This design comes from an exercise in tuning for small area, a short achievable clock period and few clock cycles on the open sky130 flow, not from production work.
Function was checked by simulation only, so behaviour that the tests miss may differ from the original.
Power figures rest on the tool's default switching activity, not on a simulated workload.

### flow/config.mk
export PLATFORM = sky130hd
export DESIGN_NAME = icache_nway
export DESIGN_NICKNAME = icache_nway
export VERILOG_FILES = /design/flow/design.v
export SDC_FILE = /design/flow/constraint.sdc
export NUM_CORES = 4
export LEC_CHECK = 0
export CAP_MARGIN = 20
export CORE_MARGIN = 2
export CORE_UTILIZATION = 60
export CTS_CLUSTER_DIAMETER = 80
export CTS_CLUSTER_SIZE = 30
export SETUP_SLACK_MARGIN = 2.9
export SLEW_MARGIN = 20
export SYNTH_HIERARCHICAL = 1
export SYNTH_MINIMUM_KEEP_SIZE = 0
### flow/constraint.sdc
create_clock -name core_clock -period 8.5 [get_ports {clk}]
set_input_delay 1.7000 -clock core_clock [delete_from_list [all_inputs] [get_ports {clk}]]
set_output_delay 1.7000 -clock core_clock [all_outputs]
set_load 0.01 [all_outputs]
### flow/design.v
module icache_nway #(
    parameter int WAYS = 2,
    parameter int SETS = 8
) (
    input  logic         clk,
    input  logic         rst,
    input  logic         mem_read,
    input  logic [15:0]  mem_address,
    output logic [15:0]  mem_rdata,
    output logic         mem_resp,
    output logic         l2_read,
    output logic [15:0]  l2_address,
    input  logic [127:0] l2_rdata,
    input  logic         l2_resp
    ,
    input  logic         flush
);
    localparam int IW   = $clog2(SETS);
    localparam int TW   = 12 - IW;
    logic [SETS-1:0] valid0, valid1;
    logic [SETS-1:0] lru;                  
    logic [TW-1:0]   tag0  [SETS];
    logic [TW-1:0]   tag1  [SETS];
    logic [127:0]    ring0 [SETS];
    logic [127:0]    ring1 [SETS];
    logic [IW-1:0]   rot;
    logic [127:0]    pend;
    logic            pend_way;
    logic [IW-1:0]   pend_set;
    logic            pend_valid;
    logic            victim_q;
    logic [IW-1:0] idx;
    logic [TW-1:0] tag;
    logic [2:0]    word;
    logic          unused_bit;
    assign tag        = mem_address[15:4+IW];
    assign idx        = mem_address[4+IW-1:4];
    assign word       = mem_address[3:1];
    assign unused_bit = mem_address[0];
    logic [7:0] wsel;                       
    always_comb begin
        for (int k = 0; k < 8; k++) wsel[k] = word == 3'(k);
    end
    logic [SETS-1:0] ssel;
    always_comb begin
        for (int p = 0; p < SETS; p++) ssel[p] = IW'(p) - rot == idx;
    end
    logic [15:0] slot0 [SETS];
    logic [15:0] slot1 [SETS];
    logic [15:0] word0, word1, wordp, wordl2;
    for (genvar b = 0; b < 16; b++) begin : g_bit
        for (genvar p = 0; p < SETS; p++) begin : g_slot
            icache_nway_ao8 u_w0 (
                .sel (wsel),
                .d   ({ring0[p][112+b], ring0[p][96+b], ring0[p][80+b], ring0[p][64+b],
                       ring0[p][48+b],  ring0[p][32+b], ring0[p][16+b], ring0[p][b]}),
                .y   (slot0[p][b])
            );
            icache_nway_ao8 u_w1 (
                .sel (wsel),
                .d   ({ring1[p][112+b], ring1[p][96+b], ring1[p][80+b], ring1[p][64+b],
                       ring1[p][48+b],  ring1[p][32+b], ring1[p][16+b], ring1[p][b]}),
                .y   (slot1[p][b])
            );
        end
        icache_nway_ao8 u_wp (
            .sel (wsel),
            .d   ({pend[112+b], pend[96+b], pend[80+b], pend[64+b],
                   pend[48+b],  pend[32+b], pend[16+b], pend[b]}),
            .y   (wordp[b])
        );
        icache_nway_ao8 u_wl (
            .sel (wsel),
            .d   ({l2_rdata[112+b], l2_rdata[96+b], l2_rdata[80+b], l2_rdata[64+b],
                   l2_rdata[48+b],  l2_rdata[32+b], l2_rdata[16+b], l2_rdata[b]}),
            .y   (wordl2[b])
        );
        icache_nway_ao8 u_s0 (
            .sel (ssel),
            .d   ({slot0[7][b], slot0[6][b], slot0[5][b], slot0[4][b],
                   slot0[3][b], slot0[2][b], slot0[1][b], slot0[0][b]}),
            .y   (word0[b])
        );
        icache_nway_ao8 u_s1 (
            .sel (ssel),
            .d   ({slot1[7][b], slot1[6][b], slot1[5][b], slot1[4][b],
                   slot1[3][b], slot1[2][b], slot1[1][b], slot1[0][b]}),
            .y   (word1[b])
        );
    end
    logic [SETS-1:0] iset, e0, e1, pm0, pm1, r0, r1, rp;
    always_comb begin
        for (int s = 0; s < SETS; s++) begin
            iset[s] = idx == IW'(s);
            pm0[s]  = pend_valid && !pend_way && pend_set == IW'(s);
            pm1[s]  = pend_valid &&  pend_way && pend_set == IW'(s);
        end
    end
    for (genvar s = 0; s < SETS; s++) begin : g_tag
        icache_nway_eq u_e0 (.a(tag0[s]), .b(tag), .en(valid0[s]), .y(e0[s]));
        icache_nway_eq u_e1 (.a(tag1[s]), .b(tag), .en(valid1[s]), .y(e1[s]));
    end
    assign r0 = e0 & ~pm0;
    assign r1 = e1 & ~pm1;
    assign rp = (e0 & pm0) | (e1 & pm1);
    logic s0, s1, sp, hit1, hit;
    icache_nway_ao8 u_s0 (.sel(iset), .d(r0), .y(s0));
    icache_nway_ao8 u_s1 (.sel(iset), .d(r1), .y(s1));
    icache_nway_ao8 u_sp (.sel(iset), .d(rp), .y(sp));
    assign hit  = s0 || s1 || sp;
    assign hit1 = |(iset & e1);
    for (genvar b = 0; b < 16; b++) begin : g_out
        icache_nway_ao4 u_o (
            .sel ({l2_resp, sp, s1, s0}),
            .d   ({wordl2[b], wordp[b], word1[b], word0[b]}),
            .y   (mem_rdata[b])
        );
    end
    logic [IW-1:0] ins_set;
    logic          drain;
    assign ins_set = IW'(SETS - 1) - rot;
    assign drain   = pend_valid && pend_set == ins_set;
    logic block;
    assign block = pend_valid && !drain;
    assign mem_resp   = mem_read && (hit || l2_resp);
    assign l2_read    = mem_read && !hit && !block;
    assign l2_address = {mem_address[15:4], 4'b0000};
    logic victim;
    assign victim = |(iset & valid0) ? (|(iset & valid1) ? |(iset & lru) : 1'b1) : 1'b0;
    always_ff @(posedge clk) victim_q <= victim;
    logic fill;
    assign fill = mem_read && l2_resp;
    logic flush_now;
    assign flush_now = flush;
    always_ff @(posedge clk or posedge rst) begin
        if (rst) begin
            valid0 <= '0;
            valid1 <= '0;
            lru    <= '0;
        end else if (flush_now) begin
            valid0 <= '0;
            valid1 <= '0;
            lru    <= '0;
        end else begin
            if (fill) begin
                if (victim_q) valid1[idx] <= 1'b1;
                else          valid0[idx] <= 1'b1;
                lru[idx] <= !victim_q;
            end else if (mem_read && hit) begin
                lru[idx] <= !hit1;
            end
        end
    end
    always_ff @(posedge clk or posedge rst) begin
        if (rst) begin
            rot        <= '0;
            pend_valid <= 1'b0;
        end else begin
            rot <= rot + 1'b1;
            if (fill)       pend_valid <= 1'b1;
            else if (drain) pend_valid <= 1'b0;
        end
    end
    always_ff @(posedge clk) begin
        if (fill) begin
            if (victim_q) tag1[idx] <= tag;
            else          tag0[idx] <= tag;
            pend     <= l2_rdata;
            pend_way <= victim_q;
            pend_set <= idx;
        end
    end
    logic         d0, d1;
    logic [127:0] ins0, ins1;
    assign d0 = drain && !pend_way;
    assign d1 = drain &&  pend_way;
    for (genvar i = 0; i < 128; i++) begin : g_ins
        icache_nway_ao2 u_i0 (.s(d0), .ns(!d0), .a(pend[i]), .b(ring0[SETS-1][i]), .y(ins0[i]));
        icache_nway_ao2 u_i1 (.s(d1), .ns(!d1), .a(pend[i]), .b(ring1[SETS-1][i]), .y(ins1[i]));
    end
    always_ff @(posedge clk) begin
        ring0[0] <= ins0;
        ring1[0] <= ins1;
        for (int p = 1; p < SETS; p++) begin
            ring0[p] <= ring0[p-1];
            ring1[p] <= ring1[p-1];
        end
    end
endmodule
module icache_nway_ao8 (
    input  logic [7:0] sel,
    input  logic [7:0] d,
    output logic       y
);
    assign y = |(sel & d);
endmodule
module icache_nway_ao2 (
    input  logic s,
    input  logic ns,
    input  logic a,
    input  logic b,
    output logic y
);
    assign y = (s && a) || (ns && b);
endmodule
module icache_nway_eq #(
    parameter int W = 9
) (
    input  logic [W-1:0] a,
    input  logic [W-1:0] b,
    input  logic         en,
    output logic         y
);
    assign y = en && a == b;
endmodule
module icache_nway_ao4 (
    input  logic [3:0] sel,
    input  logic [3:0] d,
    output logic       y
);
    assign y = |(sel & d);
endmodule
### flow/run.sh
#!/bin/bash
# synth_recipe.tcl (not shown) runs the flow's synth.tcl, then flattens the netlist and writes it again
# the make line also repeats each setting of config.mk as NAME=value (left out here)
make -C /OpenROAD-flow-scripts/flow DESIGN_CONFIG=/design/flow/config.mk WORK_HOME=/design/flow/orfs CLKGATE_MAP_FILE= SYNTH_SCRIPT=/design/flow/synth_recipe.tcl finish
==> results_dict.tcl, run 1 <==
set metrics [dict create \
    rrSetupSlack_ns 5.13 \
    cp.required_ns 6.80 \
    syn_to_final_growth_pct 14.2 \
    power_frac_seq_pct 66.7 \
    design_area_um2 77200 \
    wl_per_cell_um 26.9 \
    dieArea_um2 115000 \
    globalplace.congestion 0.866 \
    cts_max_level 3 \
    synth_warnings 13 \
    synth-main-ff-cell "dfxtp_1" \
    path_cells "buf_16, buf_4, xnor2_1, nand4_1, nor3_4, a22oi_1, nor2_1, a22oi_1, nand4_1, buf_6, buf_12, buf_12, a22oi_2, nand2_1, buf_6" \
    fin_skew_ns 0.0284 \
    grt_max_degree 123 \
    ys_async_sr_fraction_pct 1.19 \
    dr.pass1.iters 6 \
    cts_made_buffers 89 \
    power_frac_comb_pct 5.7 \
    rsz0062_at_grt "yes" \
    r2r_start "pend_set[1]$_DFFE_PP_" \
    hold_end "ring1[6][54]$_DFF_P_" \
    end_kind "output pin" \
    nets 5337 \
    grt_usage_pct 29.3 \
    antenna_found_initial 6 \
    ant_nets 0 \
    finalCriticalPeriod_ns 5.66 \
    std_cell_rows 123 \
    crit_slowest_cell "nor3_4" \
    die_w_um 340 \
    crit_type "in2out" \
    crit_family "simple AND/OR/NAND/NOR gates" \
    cts_max_path_buffers 3 \
    pin_count 183 \
    worst_ir_drop_vdd_v 0.000207 \
    power_density_nw_per_um2 249 \
    coreArea_um2 112000 \
    first_global_vias 41600 \
    reg2reg_to "ring1[0][59]$_DFF_P_" \
    slew_viol_final 0 \
    total_power_w 0.0192 \
    die_y_um 340 \
    hpwl_mm 106 \
    grt_overflow 0 \
    max_stage_delay_ns 0.34 \
    ctsRootBufferMaster "clkbuf_16" \
    synthCells 4749 \
    arrival_ns 3.96 \
    syn_area_um2 67600 \
    cap_violations 0 \
    holdPathStages 0 \
    hp-class "reg2reg" \
    vias_per_cell 6.47 \
    ctsHoldBuffers 0 \
    numPortBuffers 177 \
    internal-power_w 0.0148 \
    synth_cell_types 48 \
    clock_latency_ns 0.72 \
    final_hold_viol_count 0 \
    hp-start "ring1[5][54]$_DFF_P_" \
    layout-drive-gt1-share_pct 8.74 \
    grt_pass1_wl_mm 259 \
    relSlewSlack_pct 26.0 \
    via_count 43500 \
    rr_worst_depth 6 \
    cts_tree "built" \
    leakagePower_nw 27.8 \
    cts_sinks 2353 \
    netSwitchingPower_w 0.00441 \
    synth_edf_count 276 \
    status "no timing/DRC/antenna violations" \
    ys_seq_area_share_pct 74.0 \
    path_max_fanout 17 \
    drt_iter0_markers 4829 \
    n_antenna_cell 0 \
    worstPathBufferInverterCount 6 \
    setup_violations 0 \
    worst_pin_slew_ns 1.11 \
    place_area_um2 72300 \
    drt-total-wl_mm 181 \
    period_share_pct 66.5 \
    netSwitchingFraction_pct 23.0 \
    path_clk_slew_ns 0.11 \
    p_clk_share_pct 27.6 \
    route.detailed.drc 0 \
    avgSynthCellArea_um2 14.2 \
    cp-start-kind "input port" \
    fmax_ghz 0.177 \
    start_util_pct 60.3 \
    ys_ff_latch 2353 \
]
[kinds of logic after synthesis]
kind of cell / share of synthesized area, %
and+or+nand+nor: 4.69
other: 0.00555
buffers and inverters: 0.359
adders and majority gates: 0.167
muxes: 0.0389
AOI/OAI and AO/OA: 18.8
xor gates and xnor gates: 2.01
DFF: 74.0
[layer usage]
| layer | vias to the layer above | track usage [%] | part of all wire [%] |
|---|---|---|---|
| met5 | - | 0 | 0.037 |
| met3 | 271 | 3.93 | 6.6 |
| li1 | 19700 | - | - |
| met2 | 1500 | 45.7 | 46 |
| met4 | 10 | 7.90 | 2.7 |
| met1 | 22100 | 43.4 | 45 |
[state kept, by name, summed over array words and instances (netlist names), 8 cells and up]
| name | flops |
|---|---|
| ring0 | 1024 |
| ring1 | 1024 |
| pend | 128 |
| tag0 | 72 |
| tag1 | 72 |
| lru | 8 |
| valid0 | 8 |
| valid1 | 8 |
[stage by stage]
step	utilization, %	std cells	hold slack (ns)	TNS, ns	setup slack [ns]
final	68.8	6720	0.325	0	2.84
after global routing	68.8	6720	0.325	0	2.76
after CTS	67.8	6678	0.325	0	2.86
after detailed placement	64.4	6489	0.336	0	1.13
after global placement	64.3	6487	0.332	0	1.18
after floorplan	-	4752	0.331	-20.44	-1.28
[cell usage after synthesis, types with 2 or more instances]
cell | n | share of area [%]
a222oi_1 | 3 | 0.044
a21oi_1 | 14 | 0.10
buf_6 | 3 | 0.050
a22oi_1 | 1334 | 15
nand3b_1 | 7 | 0.078
a31oi_1 | 6 | 0.056
nand3_1 | 10 | 0.074
a311oi_1 | 3 | 0.039
nor3_2 | 16 | 0.24
nand2b_1 | 5 | 0.046
nor2b_1 | 9 | 0.083
nor3b_1 | 4 | 0.044
nor2_1 | 43 | 0.24
and2_1 | 3 | 0.028
o21a_1 | 6 | 0.067
a21boi_0 | 4 | 0.044
and3_1 | 6 | 0.056
inv_1 | 9 | 0.050
clkbuf_1 | 9 | 0.050
dfrtp_1 | 28 | 1.0
xor2_1 | 7 | 0.091
ha_1 | 9 | 0.17
nand4_1 | 357 | 3.3
xnor2_1 | 148 | 1.9
dfxtp_1 | 2049 | 61
buf_2 | 2 | 0.015
a22o_1 | 260 | 3.4
nor3_1 | 12 | 0.089
o21ai_0 | 7 | 0.052
a221o_1 | 3 | 0.044
nand2_1 | 59 | 0.33
edfxtp_1 | 276 | 12
buf_4 | 17 | 0.19
o31a_1 | 7 | 0.091
[how the worst max path moves through the flow]
stage / start / end / slack, ns / depth (start not counted)
after floorplan: mem_address[2] / mem_rdata[0] / -1.28 / 7
after global placement: mem_address[4] / mem_rdata[8] / 1.18 / 10
after detailed placement: mem_address[4] / mem_rdata[8] / 1.13 / 10
after CTS: mem_address[10] / mem_rdata[1] / 2.86 / 15
after global routing: mem_address[7] / mem_rdata[11] / 2.76 / 15
final: mem_address[7] / mem_rdata[11] / 2.84 / 15
[Yosys stat by module, one instance, submodules excluded]
module           cells inside  times used  flip-flops and latches
icache_nway              2622           1                    2353
icache_nway_ao2             1         256                       0
icache_nway_ao4             3          16                       0
icache_nway_ao8             5         323                       0
icache_nway_eq             13          16                       0
[layout make-up]
cell class,instances,area [um2]
Fill cell,7992,35000
Clock buffer,125,2450
Timing Repair Buffer,365,4540
Multi-Input combinational cell,2361,18200
Tap cell,1500,1880
Inverter,9,45.0
Sequential cell,2353,50000
Clock inverter,7,95.1
[what timing repair did]
| item | CTS | global route |
|---|---|---|
| pin swaps | 28 | 63 |
| cloned | 13 | 16 |
| endpoints found under the setup margin | 18 | 18 |
| setup buffers | 44 | 26 |
| gates resized for setup | 230 | 99 |
[placed cells by master, fill, tap and decap left out, types with 10 or more instances in the layout]
| cell type | count |
|---|---|
| a22o_1 | 260 |
| buf_2 | 16 |
| buf_4 | 96 |
| nor3_4 | 10 |
| xnor2_1 | 129 |
| nand2_1 | 51 |
| a22oi_2 | 49 |
| edfxtp_1 | 276 |
| nand3_1 | 10 |
| dfxtp_1 | 2049 |
| buf_12 | 41 |
| dfrtp_1 | 28 |
| a21oi_1 | 12 |
| nor2_1 | 37 |
| nor3_2 | 12 |
| clkbuf_1 | 32 |
| xnor2_2 | 13 |
| buf_16 | 27 |
| clkdlybuf4s50_1 | 143 |
| clkbuf_16 | 108 |
| nand4_1 | 357 |
| buf_6 | 18 |
| a22oi_1 | 1285 |
[power groups by stage]
stage          sequential (W)  combinational (W)  clock (W)
3_5_place_dp           0.0130           0.000953          0
5_1_grt                0.0129            0.00116    0.00576
2_1_floorplan          0.0128           0.000570          0
3_3_place_gp           0.0130           0.000942          0
4_1_cts                0.0128            0.00102    0.00536
6_report               0.0128            0.00109    0.00529
[worst reg2reg max path, delay by kind of cell (launching register included)]
family          cells  cell delay, ns
compound gates      1            0.40
xor+xnor            1            0.27
buf+inv             2            1.44
flops               1            0.60
simple gates        2            0.59
Testbench counts, summed over its fixed seeds: cycles 28,626.
==> run 2: changes to the inputs <==
--- a/flow/config.mk
+++ b/flow/config.mk
@@ -10,7 +10,7 @@
 export CORE_UTILIZATION = 60
 export CTS_CLUSTER_DIAMETER = 80
 export CTS_CLUSTER_SIZE = 30
-export SETUP_SLACK_MARGIN = 2.9
+export SETUP_SLACK_MARGIN = 3.1
 export SLEW_MARGIN = 20
 export SYNTH_HIERARCHICAL = 1
 export SYNTH_MINIMUM_KEEP_SIZE = 0
==> results_dict.tcl, run 2 <==
set metrics [dict create \
    status "no timing/DRC/antenna violations" \
    top_usage_layer "met2" \
    globalplace.congestion 0.846 \
    syn_area_um2 67600 \
    grt_pass1_wl_mm 265 \
    total_power_w 0.0192 \
    grt_util_met1_pct 42.3 \
    grt_max_degree 133 \
    synth.top_cell.area_share_pct 60.7 \
    cap_violations 0 \
    synth_area_leader_cell "dfxtp_1" \
    synthCells 4749 \
    drt-total-wl_mm 180 \
    cts_tree "built" \
    grt.met2_usage_pct 47.7 \
    ant_nets 0 \
    clock_latency_ns 0.71 \
    post-route-util_pct 68.8 \
    antenna_found_initial 5 \
    cts_sinks 2353 \
    finalCriticalPeriod_ns 5.65 \
    worst_ir_drop_vdd_v 0.000226 \
    ys_seq_area_share_pct 74.0 \
    final_common_cell "dfxtp_1" \
    path_clk_slew_ns 0.11 \
    cts_max_level 3 \
    syn_to_final_growth_pct 14.1 \
    synth-main-ff-cell "dfxtp_1" \
    hpwl_mm 104 \
    rsz0062_at_grt "yes" \
    pin_count 183 \
    synth_cell_types 48 \
    synth.area.top_cells "dfxtp_1, a22oi_1, edfxtp_1" \
    cts_max_path_buffers 3 \
    drt_iter0_markers 4561 \
    cts_made_buffers 89 \
    fin_skew_ns 0.0261 \
    top_regs "ring0: 1024 flops, ring1: 1024 flops, pend: 128 flops" \
    coreArea_um2 112000 \
    cp.required_ns 6.80 \
    start_util_pct 60.3 \
    fmax_ghz 0.177 \
    grt_use_met3_pct 4.26 \
    path_max_fanout 8 \
    synth_warnings 13 \
    relSlewSlack_pct 34.1 \
    hp-class "reg2reg" \
    arrival_ns 3.95 \
    route.detailed.drc 0 \
    nets 5317 \
    avgSynthCellArea_um2 14.2 \
    synthTopCellsByCount "dfxtp_1, a22oi_1, nand4_1" \
    ys_async_sr_fraction_pct 1.19 \
    vias_per_cell 6.46 \
    grt_usage_pct 30.0 \
    die_w_um 340 \
    first_global_vias 42600 \
    layout-drive-gt1-share_pct 8.85 \
    crit_type "in2out" \
    slew_viol_final 0 \
    dr.pass1.iters 6 \
    leakagePower_nw 27.7 \
    ys_ff_latch 2353 \
    setup_violations 0 \
    synth_most_common_cell "dfxtp_1" \
    power_density_nw_per_um2 248 \
    end_kind "output pin" \
    ctsRootBufferMaster "clkbuf_16" \
    final_hold_viol_count 0 \
    numPortBuffers 177 \
    cp-start-kind "input port" \
    die_y_um 340 \
    synth_edf_count 276 \
    fillerInstances 8026 \
    final_cell_mix "dfxtp_1, a22oi_1, nand4_1" \
    period_share_pct 66.4 \
    via_count 43400 \
    wl_per_cell_um 26.9 \
    grt_overflow 0 \
    worst_pin_slew_ns 0.989 \
    std_cell_rows 123 \
    dieArea_um2 115000 \
]
run 2: cell types whose count changed in the layout (fill, tap and decap cells not counted), sizes merged, moves of 2 or more:
cell	delta
and3	+2
diode	+3
buf	-13
clkbuf	-2
clkinvlp	+2
bufbuf	+3
run 2: critical path: stages:
cell and delay, ns:
buf_12 0.12, buf_12 0.14, buf_12 0.15, xnor2_4 0.14, nand2_2 0.09, nor3_4 0.28
a22oi_2 0.12, nor2_1 0.13, a22oi_2 0.08, nand4_1 0.13, buf_6 0.18, buf_12 0.17
buf_12 0.16, a22oi_2 0.08, nand2_2 0.15, buf_6 0.11
run 2: metal layers:
metal / vias to the layer above / part of all wire (%)
met4: 2 / 3.5
met2: 1560 / 46
met3: 339 / 6.7
li1: 19600 / -
met1: 21800 / 43
met5: - / 0.0072
run 2: cell families after synthesis:
kind of cell	Yosys count	synth area share [%]
flops	2353	74.0
compound gates	1650	18.8
simple gates	538	4.69
xor+xnor	155	2.01
other cells	1	0.00555
fa+ha+maj	9	0.167
mux	2	0.0389
buf+inv	41	0.359
run 2: worst paths after layout:
| check | start | end | slack, ns | depth (start not counted) |
|---|---|---|---|---|
| setup reg to reg | pend_set[1]$_DFFE_PP_ | ring0[0][121]$_DFF_P_ | 5.36 | 6 |
| max in group asynchronous | rst | valid0[5]$_DFFE_PP0P_ | 6.78 | 3 |
| hold / removal | ring1[1][111]$_DFF_P_ | ring1[2][111]$_DFF_P_ | 0.34 | 0 |
| setup / recovery | mem_address[10] | mem_rdata[4] | 2.85 | 16 |
| hold reg to reg | ring1[1][111]$_DFF_P_ | ring1[2][111]$_DFF_P_ | 0.34 | 0 |
| min in group asynchronous | rst | pend_valid$_DFFE_PP0P_ | 1.39 | 3 |
run 2: power by group:
| part | total, W | switching [W] | internal (W) |
|---|---|---|---|
| logic | 0.00108 | 0.000614 | 0.000471 |
| clock network | 0.00528 | 0.00322 | 0.00206 |
| registers | 0.0128 | 0.000562 | 0.0122 |
| total | 0.0192 | 0.00440 | 0.0148 |
run 2: metrics by stage:
step / instances / setup slack [ns] / setup TNS, ns / instance area [um2] / hold slack [ns]
floorplan: 4752 / -1.28 / -20.44 / 67700 / 0.331
global placement: 6475 / 1.40 / 0 / 72100 / 0.332
detailed placement: 6477 / 1.41 / 0 / 72100 / 0.336
CTS: 6689 / 2.84 / 0 / 76500 / 0.336
global route: 6712 / 2.81 / 0 / 77200 / 0.347
finish: 6713 / 2.85 / 0 / 77200 / 0.336
run 2: modules after synthesis, one instance, submodules excluded:
module           area [um2]  flip-flops and latches  copies in the design  cells
icache_nway_ao2        8.76                       0                   256      1
icache_nway_eq          105                       0                    16     13
icache_nway_ao8        36.3                       0                   323      5
icache_nway_ao4        18.8                       0                    16      3
icache_nway           51700                    2353                     1   2622
run 2: timing repair:
item / in CTS / in global routing
endpoints found under the setup margin: 18 / 18
cloned: 20 / 6
gates resized for setup: 315 / 66
hold buffers: 0 / 0
buffers inserted: 50 / 15
pin swaps: 67 / 45
run 2: final cells by class:
| cell class | count | area, um2 | share of cell area [%] |
|---|---|---|---|
| multi-input cells | 2363 | 18300 | 23.7 |
| clock buffers | 134 | 2470 | 3.20 |
| flip-flops and latches | 2353 | 50000 | 64.8 |
| diodes | 3 | 7.51 | 0.00973 |
| repair buffers | 343 | 4360 | 5.65 |
| clock inverters | 8 | 83.8 | 0.109 |
| inverters | 9 | 55.1 | 0.0713 |
| well taps | 1500 | 1880 | 2.43 |
==> run 3: changes to the inputs <==
--- a/flow/config.mk
+++ b/flow/config.mk
@@ -10,6 +10,7 @@
 export CORE_UTILIZATION = 60
 export CTS_CLUSTER_DIAMETER = 80
 export CTS_CLUSTER_SIZE = 30
+export GPL_ROUTABILITY_DRIVEN = 0
 export SETUP_SLACK_MARGIN = 3.1
 export SLEW_MARGIN = 20
 export SYNTH_HIERARCHICAL = 1
==> results_dict.tcl, run 3 <==
set metrics [dict create \
    status "no timing/DRC/antenna violations" \
    post-route-util_pct 68.8 \
    syn_to_final_growth_pct 14.1 \
    fin_skew_ns 0.0261 \
    worst_ir_drop_vdd_v 0.000226 \
    wl_per_cell_um 26.9 \
    drt_iter0_markers 4561 \
    worst_pin_slew_ns 0.989 \
    crit_type "in2out" \
    path_max_fanout 8 \
    layout-drive-gt1-share_pct 8.85 \
    synth.top_cell.area_share_pct 60.7 \
    grt_pass1_wl_mm 265 \
    rrSetupSlack_ns 5.36 \
    cts_tree "built" \
    synth_area_leader_cell "dfxtp_1" \
    clock_latency_ns 0.71 \
    dr.pass1.iters 6 \
    ys_async_sr_fraction_pct 1.19 \
    cap_violations 0 \
    fillerInstances 8026 \
    rsz0062_at_grt "yes" \
    top_regs "ring0: 1024 flops, ring1: 1024 flops, pend: 128 flops" \
    numPortBuffers 177 \
    synth-main-ff-cell "dfxtp_1" \
    first_global_vias 42600 \
    cts_max_level 3 \
    cp-start-kind "input port" \
    ctsHoldBuffers 0 \
    arrival_ns 3.95 \
    dp_slack_ns 1.41 \
    hpwl_mm 104 \
    nets 5317 \
    vias_per_cell 6.46 \
    start_util_pct 60.3 \
    reg2reg_to "ring0[0][121]$_DFF_P_" \
    slew_viol_final 0 \
    r2r_start "pend_set[1]$_DFFE_PP_" \
    synth.area.top_cells "dfxtp_1, a22oi_1, edfxtp_1" \
    worstPathBufferInverterCount 7 \
    die_y_um 340 \
    setup_violations 0 \
    hp-class "reg2reg" \
    path_clk_slew_ns 0.11 \
    synth_cell_types 48 \
    dieArea_um2 115000 \
    ctsRootBufferMaster "clkbuf_16" \
    crit_top_cell "buf_12" \
    die_w_um 340 \
    final_cell_mix "dfxtp_1, a22oi_1, nand4_1" \
    cp.required_ns 6.80 \
    cts_sinks 2353 \
    hp-start "ring1[1][111]$_DFF_P_" \
    std_cell_rows 123 \
    fmax_ghz 0.177 \
    ys_ff_latch 2353 \
    avgSynthCellArea_um2 14.2 \
    ys_seq_area_share_pct 74.0 \
    finalCriticalPeriod_ns 5.65 \
    grt_util_met1_pct 42.3 \
    grt_max_degree 133 \
    hold_end "ring1[2][111]$_DFF_P_" \
    route.detailed.drc 0 \
    final_hold_viol_count 0 \
    antenna_found_initial 5 \
    path_cells "buf_12, buf_12, buf_12, xnor2_4, nand2_2, nor3_4, a22oi_2, nor2_1, a22oi_2, nand4_1, buf_6, buf_12, buf_12, a22oi_2, nand2_2, buf_6" \
    grt_usage_pct 30.0 \
    crit_family "buffers and inverters" \
    pin_count 183 \
    period_share_pct 66.4 \
    total_power_w 0.0192 \
    rr_worst_depth 6 \
    final_common_cell "dfxtp_1" \
    relSlewSlack_pct 34.1 \
    synthTopCellsByCount "dfxtp_1, a22oi_1, nand4_1" \
    synth_warnings 13 \
    crit_slowest_cell "nor3_4" \
    grt_use_met3_pct 4.26 \
    cts_max_path_buffers 3 \
    holdPathStages 0 \
    max_stage_delay_ns 0.28 \
    syn_area_um2 67600 \
    coreArea_um2 112000 \
    fin_ws_ns 2.85 \
    synthCells 4749 \
    synth_edf_count 276 \
    grt.met2_usage_pct 47.7 \
    tns_ns 0 \
    synth_most_common_cell "dfxtp_1" \
    end_kind "output pin" \
    holdWs_ns 0.336 \
    cts_made_buffers 89 \
    power_density_nw_per_um2 248 \
    leakagePower_nw 27.7 \
    via_count 43400 \
    ant_nets 0 \
    grt_overflow 0 \
    drt-total-wl_mm 180 \
    top_usage_layer "met2" \
]
-- run 3: cell counts after synthesis --
Identical to the previous run, type by type.
-- run 3: report_power, final --
group | switching (W) | internal, W
logic | 0.000614 | 0.000471
clock network | 0.00322 | 0.00206
registers | 0.000562 | 0.0122
-- run 3: how the worst max path moves through the flow --
stage                          from           end  cells after the start  slack, ns
CTS                 mem_address[10]      mem_resp                     14       2.84
detailed placement   mem_address[5]      mem_resp                      9       1.41
global route         mem_address[1]  mem_rdata[8]                     12       2.81
finish              mem_address[10]  mem_rdata[4]                     16       2.85
global placement     mem_address[5]      mem_resp                      9       1.40
floorplan            mem_address[2]  mem_rdata[0]                      7      -1.28
-- run 3: per-stage QoR --
step | instance area [um2] | cells
global route | 77200 | 6712
detailed placement | 72100 | 6477
global placement | 72100 | 6475
finish | 77200 | 6713
floorplan | 67700 | 4752
CTS | 76500 | 6689
-- run 3: logic make-up after synthesis --
| group | share of synthesized area (%) |
|---|---|
| adders and majority gates | 0.167 |
| xor gates and xnor gates | 2.01 |
| other | 0.00555 |
| AOI/OAI and AO/OA | 18.8 |
| buffers and inverters | 0.359 |
| DFF | 74.0 |
| and+or+nand+nor | 4.69 |
| muxes | 0.0389 |
-- run 3: final cells by class --
cell class	count	area, um2	area share [%]
flip-flops and latches	2353	50000	64.8
multi-input cells	2363	18300	23.7
repair buffers	343	4360	5.65
clock buffers	134	2470	3.20
well taps	1500	1880	2.43
clock inverters	8	83.8	0.109
inverters	9	55.1	0.0713
diodes	3	7.51	0.00973
-- run 3: modules after synthesis, one instance, submodules excluded --
module / area (um2) / copies in the design / cells
icache_nway_eq: 105 / 16 / 13
icache_nway_ao2: 8.76 / 256 / 1
icache_nway_ao4: 18.8 / 16 / 3
icache_nway_ao8: 36.3 / 323 / 5
icache_nway: 51700 / 1 / 2622
-- run 3: timing repair --
| action | CTS | global route |
|---|---|---|
| pin swaps | 67 | 45 |
| buffers inserted | 50 | 15 |
| gates resized for setup | 315 | 66 |
| endpoints found under the setup margin | 18 | 18 |
| cloned | 20 | 6 |
-- run 3: per-layer routing --
metal	wire length (um)	vias to the layer above
met5	13	-
met4	6370	2
met3	12200	339
met2	83600	1560
met1	78100	21800
li1	-	19600
==> run 4: changes to the inputs <==
--- a/flow/config.mk
+++ b/flow/config.mk
@@ -8,9 +8,8 @@
 export CAP_MARGIN = 20
 export CORE_MARGIN = 2
 export CORE_UTILIZATION = 60
-export CTS_CLUSTER_DIAMETER = 80
+export CTS_CLUSTER_DIAMETER = 60
 export CTS_CLUSTER_SIZE = 30
-export GPL_ROUTABILITY_DRIVEN = 0
 export SETUP_SLACK_MARGIN = 3.1
 export SLEW_MARGIN = 20
 export SYNTH_HIERARCHICAL = 1
==> results_dict.tcl, run 4 <==
set metrics [dict create \
    fin_ws_ns 2.88 \
    top_regs "ring0: 1024 flops, ring1: 1024 flops, pend: 128 flops" \
    netSwitchingPower_w 0.00508 \
    synth-main-ff-cell "dfxtp_1" \
    path_cells "buf_12, buf_12, buf_12, xnor2_2, nand2_1, nor3_4, buf_4, o21a_1, a22oi_2, nand4_1, buf_6, buf_16, o41a_4, buf_6" \
    nets 5375 \
    crit_slowest_cell "o41a_4" \
    cp-start-kind "input port" \
    dp_slack_ns 1.41 \
    synth_area_leader_cell "dfxtp_1" \
    die_y_um 340 \
    crit_type "in2out" \
    path_max_fanout 5 \
    globalplace.congestion 0.846 \
    final_common_cell "dfxtp_1" \
    syn_to_final_growth_pct 18.1 \
    ctsRootBufferMaster "clkbuf_16" \
    route.detailed.drc 0 \
    path_clk_slew_ns 0.11 \
    fillerInstances 7653 \
    grt_usage_pct 30.7 \
    synth_edf_count 276 \
    total_power_w 0.0214 \
    synth_most_common_cell "dfxtp_1" \
    relSlewSlack_pct 33.8 \
    ys_ff_latch 2353 \
    pin_count 183 \
    rrSetupSlack_ns 5.32 \
    multiInputGateArea_um2 18400 \
    synth_cell_types 48 \
    rr_worst_depth 6 \
    status "no timing/DRC/antenna violations" \
    worstPathBufferInverterCount 7 \
    cts_sinks 2353 \
    reg2reg_to "ring0[0][25]$_DFF_P_" \
    power_frac_seq_pct 59.8 \
    crit_family "buffers and inverters" \
    synthCells 4749 \
    std_cell_rows 123 \
    end_kind "output pin" \
    ctsHoldBuffers 0 \
    cap_violations 0 \
    netSwitchingFraction_pct 23.7 \
    ys_async_sr_fraction_pct 1.19 \
    critical_path_depth 14 \
    coreArea_um2 112000 \
    syn_area_um2 67600 \
    numPortBuffers 177 \
    holdWs_ns 0.327 \
    finalCriticalPeriod_ns 5.62 \
    r2r_start "pend_set[1]$_DFFE_PP_" \
    start_util_pct 60.3 \
    grt_max_degree 133 \
    ant_nets 0 \
    wl_per_cell_um 26.8 \
    max_stage_delay_ns 0.46 \
    power_frac_comb_pct 5.2 \
    yosys.area_share.simple_pct 4.69 \
    synth_top_family_by_area "compound AO/OA/AOI/OAI gates" \
    avgSynthCellArea_um2 14.2 \
    layout-drive-gt1-share_pct 11.6 \
    arrival_ns 3.92 \
    cts_tree "built" \
    p_clk_share_pct 35.1 \
    crit_top_cell "buf_12" \
    internal-power_w 0.0163 \
    power_density_nw_per_um2 268 \
    grt_overflow 0 \
    antenna_found_initial 5 \
    period_share_pct 66.2 \
    slew_viol_final 0 \
    fmax_ghz 0.178 \
    ys_seq_area_share_pct 74.0 \
    synth_warnings 13 \
    hpwl_mm 104 \
    worst_pin_slew_ns 0.993 \
    final_cell_mix "dfxtp_1, a22oi_1, nand4_1" \
    crit_end "mem_resp" \
    yosys.area_share.adder_pct 0.167 \
    crit_path_start "mem_address[10]" \
    drt_iter0_markers 4181 \
    rsz0062_at_grt "yes" \
    clock_latency_ns 0.78 \
    synth.top_cell.area_share_pct 60.7 \
    fin_skew_ns 0.0269 \
    cp.required_ns 6.80 \
    drt-total-wl_mm 183 \
    synth-compound-area-share_pct 18.8 \
    synthTopCellsByCount "dfxtp_1, a22oi_1, nand4_1" \
    hp-class "reg2reg" \
    leakagePower_nw 29.0 \
    synth_mux_area_share_pct 0.0389 \
    die_w_um 340 \
    cts_max_level 4 \
    synth.area.top_cells "dfxtp_1, a22oi_1, edfxtp_1" \
    dieArea_um2 115000 \
    holdPathStages 0 \
    grt_pass1_wl_mm 269 \
    via_count 43800 \
    regArea_um2 50000 \
    cts_made_buffers 139 \
    dr.pass1.iters 6 \
    cts_max_path_buffers 3 \
    first_global_vias 43400 \
    vias_per_cell 6.41 \
    worst_ir_drop_vdd_v 0.000276 \
    synth_xor_area_share_pct 2.01 \
    final_hold_viol_count 0 \
    setup_violations 0 \
]
## run 4: cell counts after synthesis
No cell type changed its count.
## run 4: timing repair
action | CTS | global route
endpoints found under the setup margin | 18 | 18
gates resized for setup | 340 | 60
buffers inserted | 59 | 8
pin swaps | 92 | 58
gates cloned | 25 | 7
## run 4: worst min path at each step
stage / start / end / slack [ns]
after floorplan: ring0[0][0]$_DFF_P_ / ring0[1][0]$_DFF_P_ / 0.33
after global placement: ring1[4][63]$_DFF_P_ / ring1[5][63]$_DFF_P_ / 0.33
after detailed placement: ring0[0][51]$_DFF_P_ / ring0[1][51]$_DFF_P_ / 0.34
after CTS: ring0[1][21]$_DFF_P_ / ring0[2][21]$_DFF_P_ / 0.32
after global routing: ring0[1][21]$_DFF_P_ / ring0[2][21]$_DFF_P_ / 0.32
final: ring0[1][21]$_DFF_P_ / ring0[2][21]$_DFF_P_ / 0.33
## run 4: metal layers
metal | GRT usage, % | vias to the layer above | part of all wire (%)
met5 | 0 | - | 0.014
met4 | 11.2 | 4 | 3.3
met3 | 5.25 | 325 | 7.0
met2 | 48.9 | 1630 | 47
met1 | 42.4 | 22000 | 43
li1 | - | 19900 | -
## run 4: cell families after synthesis
kind of cell,after synthesis
DFF,2353
AOI/OAI and AO/OA,1650
buffers and inverters,41
xor gates and xnor gates,155
adders and majority gates,9
muxes,2
and+or+nand+nor,538
other,1
## run 4: final cells by class
| type | count | area share [%] |
|---|---|---|
| multi-input combinational | 2363 | 23.0 |
| timing repair buffer | 351 | 5.85 |
| sequential | 2353 | 62.6 |
| clock inverter | 88 | 1.32 |
| antenna | 2 | 0.00627 |
| inverter | 9 | 0.0596 |
| clock buffer | 163 | 4.79 |
| tap | 1500 | 2.35 |
## run 4: worst register-to-register path, stage by stage (launching register included)
cell and delay [ns]:
edfxtp_1 0.57, xor2_1 0.30, nand4_1 0.19, buf_4 0.36, inv_6 0.71, buf_4 0.69
a22o_1 0.31
## run 4: modules after synthesis, one instance, submodules excluded
module | cell area (um2) | copies in the design | flip-flops and latches
icache_nway_ao4 | 18.8 | 16 | 0
icache_nway_ao2 | 8.76 | 256 | 0
icache_nway_eq | 105 | 16 | 0
icache_nway_ao8 | 36.3 | 323 | 0
icache_nway | 51700 | 1 | 2353
## run 4: stage by stage
step | area [um2] | cells | setup TNS (ns) | util [%]
after floorplan | 67700 | 4752 | -20.44 | -
after global placement | 72100 | 6475 | 0 | 64.3
after detailed placement | 72100 | 6477 | 0 | 64.3
after CTS | 79200 | 6812 | 0 | 70.6
after global routing | 79800 | 6829 | 0 | 71.2
final | 79800 | 6829 | 0 | 71.2
## run 4: power by group through the flow
stage               Sequential [W]  Combinational, W  Clock [W]
global route                0.0129           0.00117    0.00804
floorplan                   0.0128          0.000570          0
finish                      0.0128           0.00111    0.00751
global placement            0.0130          0.000944          0
detailed placement          0.0130          0.000953          0
CTS                         0.0128           0.00107    0.00760
==> run 5: changes to the inputs <==
--- a/flow/design.v
+++ b/flow/design.v
@@ -192,7 +192,18 @@
     input  logic [7:0] d,
     output logic       y
 );
-    assign y = |(sel & d);
+    logic n0, n1, n2;
+    icache_nway_aoi3 u_a (.s(sel[2:0]), .d(d[2:0]), .y(n0));
+    icache_nway_aoi3 u_b (.s(sel[5:3]), .d(d[5:3]), .y(n1));
+    assign n2 = !((sel[6] && d[6]) || (sel[7] && d[7]));
+    assign y  = !(n0 && n1 && n2);
+endmodule
+module icache_nway_aoi3 (
+    input  logic [2:0] s,
+    input  logic [2:0] d,
+    output logic       y
+);
+    assign y = !(|(s & d));
 endmodule
 module icache_nway_ao2 (
     input  logic s,
--- a/flow/config.mk
+++ b/flow/config.mk
@@ -8,9 +8,9 @@
 export CAP_MARGIN = 20
 export CORE_MARGIN = 2
 export CORE_UTILIZATION = 60
-export CTS_CLUSTER_DIAMETER = 60
+export CTS_CLUSTER_DIAMETER = 80
 export CTS_CLUSTER_SIZE = 30
-export SETUP_SLACK_MARGIN = 3.1
+export SETUP_SLACK_MARGIN = 2.9
 export SLEW_MARGIN = 20
 export SYNTH_HIERARCHICAL = 1
 export SYNTH_MINIMUM_KEEP_SIZE = 0
==> results_dict.tcl, run 5 <==
set metrics [dict create \
    status "no timing/DRC/antenna violations" \
    hp-class "reg2reg" \
    coreArea_um2 110000 \
    cts_sinks 2353 \
    synthCells 4426 \
    ant_nets 0 \
    crit_family "compound AO/OA/AOI/OAI gates" \
    crit_type "in2out" \
    route.detailed.drc 0 \
    synth_area_leader_cell "dfxtp_1" \
    syn_to_final_growth_pct 14.9 \
    path_cells "buf_16, and3b_4, buf_12, buf_4, buf_12, a222oi_1, nand3_1, a222oi_1, nand3_1, a22oi_1, nand2_1, buf_2" \
    ys_seq_area_share_pct 75.3 \
    start_util_pct 60.2 \
    arrival_ns 4.14 \
    cts_max_path_buffers 3 \
    relSlewSlack_pct 23.6 \
    critical_path_depth 12 \
    rr_worst_depth 12 \
    final_cell_mix "dfxtp_1, a222oi_1, a22oi_1" \
    antenna_found_initial 9 \
    fmax_ghz 0.171 \
    period_share_pct 68.7 \
    power_density_nw_per_um2 251 \
    ys_async_sr_fraction_pct 1.19 \
    total_power_w 0.0192 \
    synth_cell_types 48 \
    cap_violations 0 \
    synth_most_common_cell "dfxtp_1" \
    numPortBuffers 177 \
    globalplace.congestion 0.879 \
    synth_edf_count 276 \
    setup_violations 0 \
    vias_per_cell 6.66 \
    worst_ir_drop_vdd_v 0.000202 \
    dpl.cell_count 6163 \
    ctsHoldBuffers 0 \
    syn_area_um2 66400 \
    synth_warnings 13 \
    wl_per_cell_um 28.2 \
    grt_max_degree 133 \
    synthTopCellsByCount "dfxtp_1, a222oi_1, a22oi_1" \
    cp-start-kind "input port" \
    hpwl_mm 99.5 \
    cts_made_buffers 89 \
    nets 5049 \
    synth.top_cell.area_share_pct 61.8 \
    top_regs "ring0: 1024 flops, ring1: 1024 flops, pend: 128 flops" \
    via_count 42800 \
    fin_skew_ns 0.0320 \
    grt_overflow 0 \
    cts_max_level 3 \
    slew_viol_final 0 \
    rsz0062_at_grt "yes" \
    synth-main-ff-cell "dfxtp_1" \
    path_max_fanout 17 \
    final_common_cell "dfxtp_1" \
    final_hold_viol_count 0 \
    ys_ff_latch 2353 \
    ctsRootBufferMaster "clkbuf_16" \
    dr.pass1.iters 10 \
    die_y_um 337 \
    crit_slowest_cell "a222oi_1" \
    die_w_um 337 \
    max_stage_delay_ns 0.43 \
    worstPathBufferInverterCount 5 \
    pin_count 183 \
    std_cell_rows 122 \
    holdPathStages 0 \
    synth.area.top_cells "dfxtp_1, edfxtp_1, a222oi_1" \
    n_antenna_cell 0 \
    drt-total-wl_mm 181 \
    cp.required_ns 6.80 \
    dieArea_um2 113000 \
    layout-drive-gt1-share_pct 9.33 \
    first_global_vias 41900 \
    avgSynthCellArea_um2 15.0 \
    grt_usage_pct 30.4 \
    layout.cells.non_filler 6431 \
    path_clk_slew_ns 0.10 \
    leakagePower_nw 28.3 \
    finalCriticalPeriod_ns 5.84 \
    cts_tree "built" \
    end_kind "output pin" \
    clock_latency_ns 0.72 \
    drt_iter0_markers 7112 \
    grt_pass1_wl_mm 261 \
    worst_pin_slew_ns 1.15 \
]
==> run 5: cell types whose count changed after synthesis <==
cell	change
nand4_1	-323
nand3_1	+323
a22oi_1	-969
a222oi_1	+646
==> run 5: cell type report <==
class                   count  area (um2)
repair buffers            397        5160
clock buffers             133        2410
well taps                1488        1860
clock inverters            10        97.6
fillers                  7839       33900
inverters                   9        45.0
flip-flops and latches   2353       50000
multi-input cells        2041       16700
==> run 5: cells by family after synthesis <==
logic type,count (synthesis),share of synthesized area (%)
muxes,2,0.0396
and+or+nand+nor,538,4.17
xor gates and xnor gates,155,2.04
AOI/OAI and AO/OA,1327,17.9
DFF,2353,75.3
adders and majority gates,9,0.170
buffers and inverters,41,0.366
other,1,0.00565
==> run 5: per-stage QoR <==
stage	hold slack [ns]	TNS, ns	setup WS, ns	utilization [%]	area [um2]
global placement	0.330	0	1.35	64.5	71100
global route	0.344	0	2.55	69.2	76300
finish	0.331	0	2.66	69.2	76300
floorplan	0.330	-17.93	-1.12	-	66500
CTS	0.328	0	2.70	68.7	75800
detailed placement	0.335	0	1.29	64.6	71100
==> run 5: per-module statistics from Yosys, one instance, submodules excluded <==
| module | flops+latches | area (um2) | times used | cells inside |
|---|---|---|---|---|
| icache_nway | 2353 | 51700 | 1 | 2622 |
| icache_nway_eq | 0 | 105 | 16 | 13 |
| icache_nway_ao8 | 0 | 12.5 | 323 | 2 |
| icache_nway_aoi3 | 0 | 10.0 | 646 | 1 |
| icache_nway_ao2 | 0 | 8.76 | 256 | 1 |
| icache_nway_ao4 | 0 | 18.8 | 16 | 3 |
==> run 5: power breakdown <==
| part | internal (W) | switching [W] | leakage (nW) |
|---|---|---|---|
| Combinational | 0.000509 | 0.000621 | 7.33 |
| Clock | 0.00202 | 0.00323 | 1.20 |
| Sequential | 0.0122 | 0.000550 | 19.7 |
==> run 5: layer usage <==
| metal | GRT usage (%) | routed length (um) |
|---|---|---|
| met1 | 42.4 | 77000 |
| met2 | 48.7 | 84200 |
| met3 | 5.14 | 14600 |
| met4 | 10.0 | 5160 |
| met5 | 0 | 113 |
==> run 5: path summary, 6_finish.rpt <==
kind	from	to	slack (ns)
hold reg to reg	ring0[3][99]$_DFF_P_	ring0[4][99]$_DFF_P_	0.33
max in group asynchronous	rst	valid0[3]$_DFFE_PP0P_	6.82
setup / recovery	mem_address[3]	mem_rdata[10]	2.66
setup reg to reg	pend_set[1]$_DFFE_PP_	lru[3]$_DFFE_PP0P_	5.04
hold / removal	ring0[3][99]$_DFF_P_	ring0[4][99]$_DFF_P_	0.33
min in group asynchronous	rst	valid1[2]$_DFFE_PP0P_	1.38
==> run 5: what timing repair did <==
item / 4_1_cts / 5_1_grt
setup buffers: 67 / 19
cloned: 29 / 10
gates resized for setup: 272 / 41
pin swaps: 122 / 89
setup endpoints to repair: 18 / 18
==> run 5: worst register-to-register path: stages, from the launching register on <==
cell,delay [ns]
edfxtp_1,0.59
nor2_1,0.39
a21boi_2,0.10
a222oi_1,0.54
nand3_4,0.13
buf_12,0.18
buf_6,0.12
o41a_4,0.49
buf_4,0.17
buf_4,0.17
nor3b_1,0.18
nand3b_1,0.16
o21ai_0,0.09
Testbench counts of run 5, summed over its fixed seeds: cycles 28,626.

==> afterwards: timing with drivers on the ports <==
The results above use ideal ports. As a check the final layouts listed here were re-extracted and re-timed, cells and wires unchanged. Step 1 (the two cells are an assumption about what drives the block):
set clk [get_ports {clk}]
set_driving_cell -lib_cell sky130_fd_sc_hd__clkbuf_16 $clk
set_driving_cell -lib_cell sky130_fd_sc_hd__buf_2 [delete_from_list [all_inputs] $clk]
Step 2 also shifts input and output timing later by t, the mid clock arrival at the registers, as if the neighbouring blocks saw the same clock. Three values: ideal, step 1, step 2; two values: the first two.
run | t (ns) | setup slack, ns | cell pins on the clock port's net
run 1 | 0.786 | 2.843 / 2.723 / 2.723 | 1
run 2 | 0.778 | 2.854 / 2.753 / 2.753 | 1
run 3 | 0.778 | 2.854 / 2.753 / 2.753 | 1
run 4 | 0.841 | 2.875 / 2.759 / 2.759 | 1
run 5 | 0.785 | 2.657 / 2.559 / 2.559 | 1
After both steps every run listed still meets setup and hold. The setup slack of run 1, which loses most, moves by -0.120 ns with the drivers and by -0.120 ns with both steps.
